Context: an optimization exercise on an open-source flow, tuned for small area, a short achievable clock period and few clock cycles per item. The choices shown serve that exercise and are no tape-out recipe.
Function was checked by simulation only, so behaviour that the tests miss may differ from the original.
Power figures rest on the tool's default switching activity, not on a simulated workload.

## rational_arithmetic_unit
module rational_arithmetic_unit (
   input  logic        clock,
   input  logic        reset,
   input  logic        req_valid,
   output logic        req_ready,
   input  logic [2:0]  req_op,
   input  logic [31:0] req_a_num,
   input  logic [31:0] req_a_den,
   input  logic [31:0] req_b_num,
   input  logic [31:0] req_b_den,
   output logic        rsp_valid,
   input  logic        rsp_ready,
   output logic [31:0] rsp_res_num,
   output logic [30:0] rsp_res_den,
   output logic        rsp_less,
   output logic        rsp_greater,
   output logic        rsp_equal,
   output logic        rsp_zero_den,
   output logic        rsp_overflow
);
   localparam logic [2:0] M_IDLE = 3'd0;
   localparam logic [2:0] M_MUL1 = 3'd1;    
   localparam logic [2:0] M_MUL2 = 3'd2;    
   localparam logic [2:0] M_COMB = 3'd3;    
   localparam logic [2:0] M_MUL3 = 3'd4;    
   localparam logic [2:0] M_DONE = 3'd5;    
   logic        pre_ok_ff, pre_deq_ff, pre_eq_ff, pre_sw1_ff, pre_sw2_ff, pre_sw3_ff;
   logic [31:0] rx, ry;
   function automatic logic [7:0] sig8(input logic [31:0] x);
      logic [31:0] m;
      m = x ^ {32{x[31]}};
      for (int k = 0; k < 8; k++) sig8[k] = |m[4*k +: 4];
   endfunction
   function automatic logic smaller(input logic [31:0] x, input logic [31:0] y);
  ...
For scale: roughly 4800 cells after synthesis.
==> flow/config.mk <==
export PLATFORM = sky130hd
export DESIGN_NAME = rational_arithmetic_unit
export DESIGN_NICKNAME = rational_arithmetic_unit
export VERILOG_FILES = /design/flow/design.v
export SDC_FILE = /design/flow/constraint.sdc
export NUM_CORES = 4
export LEC_CHECK = 0
export CAP_MARGIN = 20
export CORE_MARGIN = 2
export CORE_UTILIZATION = 40
export SETUP_SLACK_MARGIN = 3.0
export SLEW_MARGIN = 20
==> flow/constraint.sdc <==
create_clock -name core_clock -period 7.0 [get_ports {clock}]
set_input_delay 1.4000 -clock core_clock [delete_from_list [all_inputs] [get_ports {clock}]]
set_output_delay 1.4000 -clock core_clock [all_outputs]
set_load 0.01 [all_outputs]
run.sh (not shown) runs the stock make flow with config.mk's settings and CLKGATE_MAP_FILE= SYNTH_SCRIPT=/design/flow/synth_recipe.tcl, a recipe that flattens the netlist after the stock synthesis.
Testbench counts at the start, summed over its fixed seeds: cycles 35,445, items 2,400.
Rerun with:
Settings changed: SETUP_SLACK_MARGIN 3.0 to 3.6.
What happened: Wire length went up by 13%. Clock-buffer cell count went down by 14. Synthesized cell count is unchanged. Sequential cell count stays the same. Worst setup slack gets better by 0.19 ns.

---

## run A
rational_arithmetic_unit, a different RTL version from the one above (not shown whole).
Size in the first run: about 5100 cells after synthesis, about 41000 um2 of cells after synthesis.
Settings: LEC_CHECK=0, CAP_MARGIN=20, CORE_MARGIN=2, CORE_UTILIZATION=40, CTS_BUF_LIST=sky130_fd_sc_hd__clkbuf_8, SETUP_SLACK_MARGIN=3.0, SLEW_MARGIN=20; clock period 7.0 ns.
Testbench counts of run A, summed over its fixed seeds: cycles 31,150, items 2,400.
Inputs modified between run A and run B:
diff --git a/flow/config.mk b/flow/config.mk
--- a/flow/config.mk
+++ b/flow/config.mk
@@ -10,4 +10,4 @@
 export CORE_UTILIZATION = 40
 export CTS_BUF_LIST = sky130_fd_sc_hd__clkbuf_8
-export SETUP_SLACK_MARGIN = 3.0
+export SETUP_SLACK_MARGIN = 3.2
 export SLEW_MARGIN = 20
## What came out
The lower total of plain and repair buffers excluding clock buffers of run A and run B is in run A.
Run B vs. run A: peak per-stage delay on the critical path fell 0.14 ns; met3 capacity usage during global routing rose 0.39 points; unique cell type count in the Yosys netlist about even; global-route wire length before repair rose about 1%; global-route usage over all layers rose 0.38 points.
From run A to run B the numbers moved as follows: remaining max-slew budget at the tightest pin now larger, power now larger, worst-case clock skew comparable, final worst slack now larger.

---

Setup of build 90:
Another version of the RTL of rational_arithmetic_unit (not shown whole).
Size: ~5000 cells after synthesis, ~530 flip-flops.
clock: 7.0 ns
lec_check: 0
cap_margin: 20
core_margin: 2
core_utilization: 40
setup_slack_margin: 3.0
slew_margin: 20
Build 90 did not stop at any stage, and its layout met the timing, DRC and antenna checks.
Testbench counts of build 90, summed over its fixed seeds: cycles 32,749, items 2,400.
--- input diff build 90..build 9 ---
- changing CORE_UTILIZATION from 40 to 60
Results
In build 9, the layout buffering overhead excluding clock cells came out 0.17 points above the value in build 90. Compared with build 90, in build 9 post-route worst hold slack lower, delay contributed by the slowest stage of the critical path was more or less identical, count of non-CTS inverters in the layout went down, via count increased by 1989 relative to the old numbers, total power shows a reduction of 60 µW. Of build 90 and build 9, the lower met2 usage belongs to build 90. Relative to build 90, fraction of the cycle the final worst path needs has increased by 1.0 points in build 9. Delta(total number of cells along the worst setup path, build 9 - build 90) < 0.
Input changes introduced in build 2 (baseline for comparison: build 9):
- setting CTS_BUF_LIST to sky130_fd_sc_hd__clkbuf_8 for the first time
- changing CORE_UTILIZATION from 60 to 40
==> run summary <==
- Build 2: no failed stages, no open violations at the end
- Build 2 reports its uppermost layer routed as met4 while build 9 reports met5.
- Summary of build 2 over build 9: overall die height went up by about 22%; cell depth of the worst setup path went up by 1; signal arrival time at the worst endpoint went up by 0.03 ns; design area went up by 0.73%; clock buffer instance count of the final layout went up by 28.
- Re post-route minimum period: build 2 is 0.010 ns down on build 9.
- The lower register share of the cell area came out of build 2.
- Between build 9 and build 2, the difference in ratio of final minimum period to clock period is negligible.

---

rational_arithmetic_unit, a different RTL version from the one above (not shown whole).
Size: roughly 430 flip-flops, ~210 I/O pins.
## rational_arithmetic_unit
module rational_arithmetic_unit (
   input  logic        clock,
   input  logic        reset,
   input  logic        req_valid,
   output logic        req_ready,
   input  logic [2:0]  req_op,
   input  logic [31:0] req_a_num,
   input  logic [31:0] req_a_den,
   input  logic [31:0] req_b_num,
   input  logic [31:0] req_b_den,
   output logic        rsp_valid,
   input  logic        rsp_ready,
   output logic [31:0] rsp_res_num,
   output logic [30:0] rsp_res_den,
   output logic        rsp_less,
   output logic        rsp_greater,
   output logic        rsp_equal,
   output logic        rsp_zero_den,
   output logic        rsp_overflow
);
   localparam logic [2:0] M_IDLE = 3'd0;
   localparam logic [2:0] M_MUL1 = 3'd1;    
   localparam logic [2:0] M_MUL2 = 3'd2;    
   localparam logic [2:0] M_COMB = 3'd3;    
   localparam logic [2:0] M_MUL3 = 3'd4;    
   localparam logic [2:0] M_DONE = 3'd5;    
   logic        pre_ok_ff, pre_deq_ff, pre_eq_ff, pre_sw1_ff, pre_sw2_ff, pre_sw3_ff;
   logic [31:0] rx, ry;
   function automatic logic [7:0] sig8(input logic [31:0] x);
      logic [31:0] m;
      m = x ^ {32{x[31]}};
      for (int k = 0; k < 8; k++) sig8[k] = |m[4*k +: 4];
   endfunction
   function automatic logic smaller(input logic [31:0] x, input logic [31:0] y);
      smaller = sig8(y) > sig8(x);
   endfunction
   function automatic logic [2:0] booth(input logic [2:0] b, input logic inv);
      booth[2] = (b != 3'b000) && (b != 3'b111);
      booth[1] = (b == 3'b011) || (b == 3'b100);
      booth[0] = (b != 3'b000) && (b != 3'b111) && (b[2] ^ inv);
   endfunction
   logic accept;
   assign rx = req_a_num;
  ...
clock: 7.0 ns
lec_check: 0
cap_margin: 20
core_margin: 2
core_utilization: 40
cts_buf_list: sky130_fd_sc_hd__clkbuf_8
setup_slack_margin: 3.4
slew_margin: 20
Testbench counts at the start, summed over its fixed seeds: cycles 32,307, items 2,400.
Next try:
--- a/flow/config.mk
+++ b/flow/config.mk
@@ -11,3 +11,3 @@
 export CTS_BUF_LIST = sky130_fd_sc_hd__clkbuf_8
-export SETUP_SLACK_MARGIN = 3.4
+export SETUP_SLACK_MARGIN = 3.2
 export SLEW_MARGIN = 20
Total power drops by a few percent.
Cell area drops by a few percent.
Cell count drops slightly.
Routed wire length drops by a few percent.
Next try:
--- a/flow/config.mk
+++ b/flow/config.mk
@@ -11,3 +11,3 @@
 export CTS_BUF_LIST = sky130_fd_sc_hd__clkbuf_8
-export SETUP_SLACK_MARGIN = 3.2
+export SETUP_SLACK_MARGIN = 3.0
 export SLEW_MARGIN = 20
Design area went down by a few percent.
Die area stays the same.
Via count came out lower slightly.
First-iteration DRC count went down by a few percent.

==> re-timing with driven ports <==
No port has a modelled driver above. Below, the same layouts with a new extraction and two added sets of constraints.
Step 1, drivers: a clkbuf_16 drives clock and a buf_2 each remaining input, both assumed.
Step 2 times the ports against the registers' clock, not the clock port: input delays grow and output delays shrink by t, the midpoint of the rising clock arrivals with the driver on.
Slacks: ideal / step 1 / step 2; pairs: ideal / step 1.
run | t, ns | setup slack, ns | hold WS [ns] | worst slew at a driven data input, ns | pins driven straight from the clock port
the first run of note 1 | 0.728 | 3.041 / 3.020 / 2.458 | 0.410 / 0.410 / 0.410 | 0.04 | 1
the second run of note 1 | 0.743 | 3.230 / 3.230 / 2.722 | 0.403 / 0.403 / 0.403 | 0.05 | 1
run A | 0.777 | 3.043 / 3.043 / 2.492 | 0.441 / 0.441 / 0.441 | 0.07 | 1
run B | 0.806 | 3.212 / 3.212 / 2.438 | 0.433 / 0.433 / 0.433 | 0.07 | 1
build 90 | 0.694 | 3.062 / 3.062 / 2.515 | 0.408 / 0.408 / 0.408 | 0.07 | 1
build 9 | 0.722 | 2.991 / 2.991 / 2.414 | 0.403 / 0.403 / 0.403 | 0.05 | 1
build 2 | 0.811 | 3.001 / 3.001 / 2.360 | 0.409 / 0.409 / 0.409 | 0.07 | 1
the first run of note 4 | 0.800 | 3.240 / 3.240 / 2.606 | 0.422 / 0.422 / 0.422 | 0.05 | 1
the second run of note 4 | 0.796 | 3.215 / 3.218 / 2.461 | 0.452 / 0.452 / 0.452 | 0.04 | 1
the third run of note 4 | 0.786 | 3.120 / 3.081 / 2.385 | 0.434 / 0.434 / 0.434 | 0.05 | 1
After both steps setup and hold are still met in every run listed. For run B, which loses most, drivers alone change the setup slack by 0.000 ns; drivers and shift together by -0.774 ns.
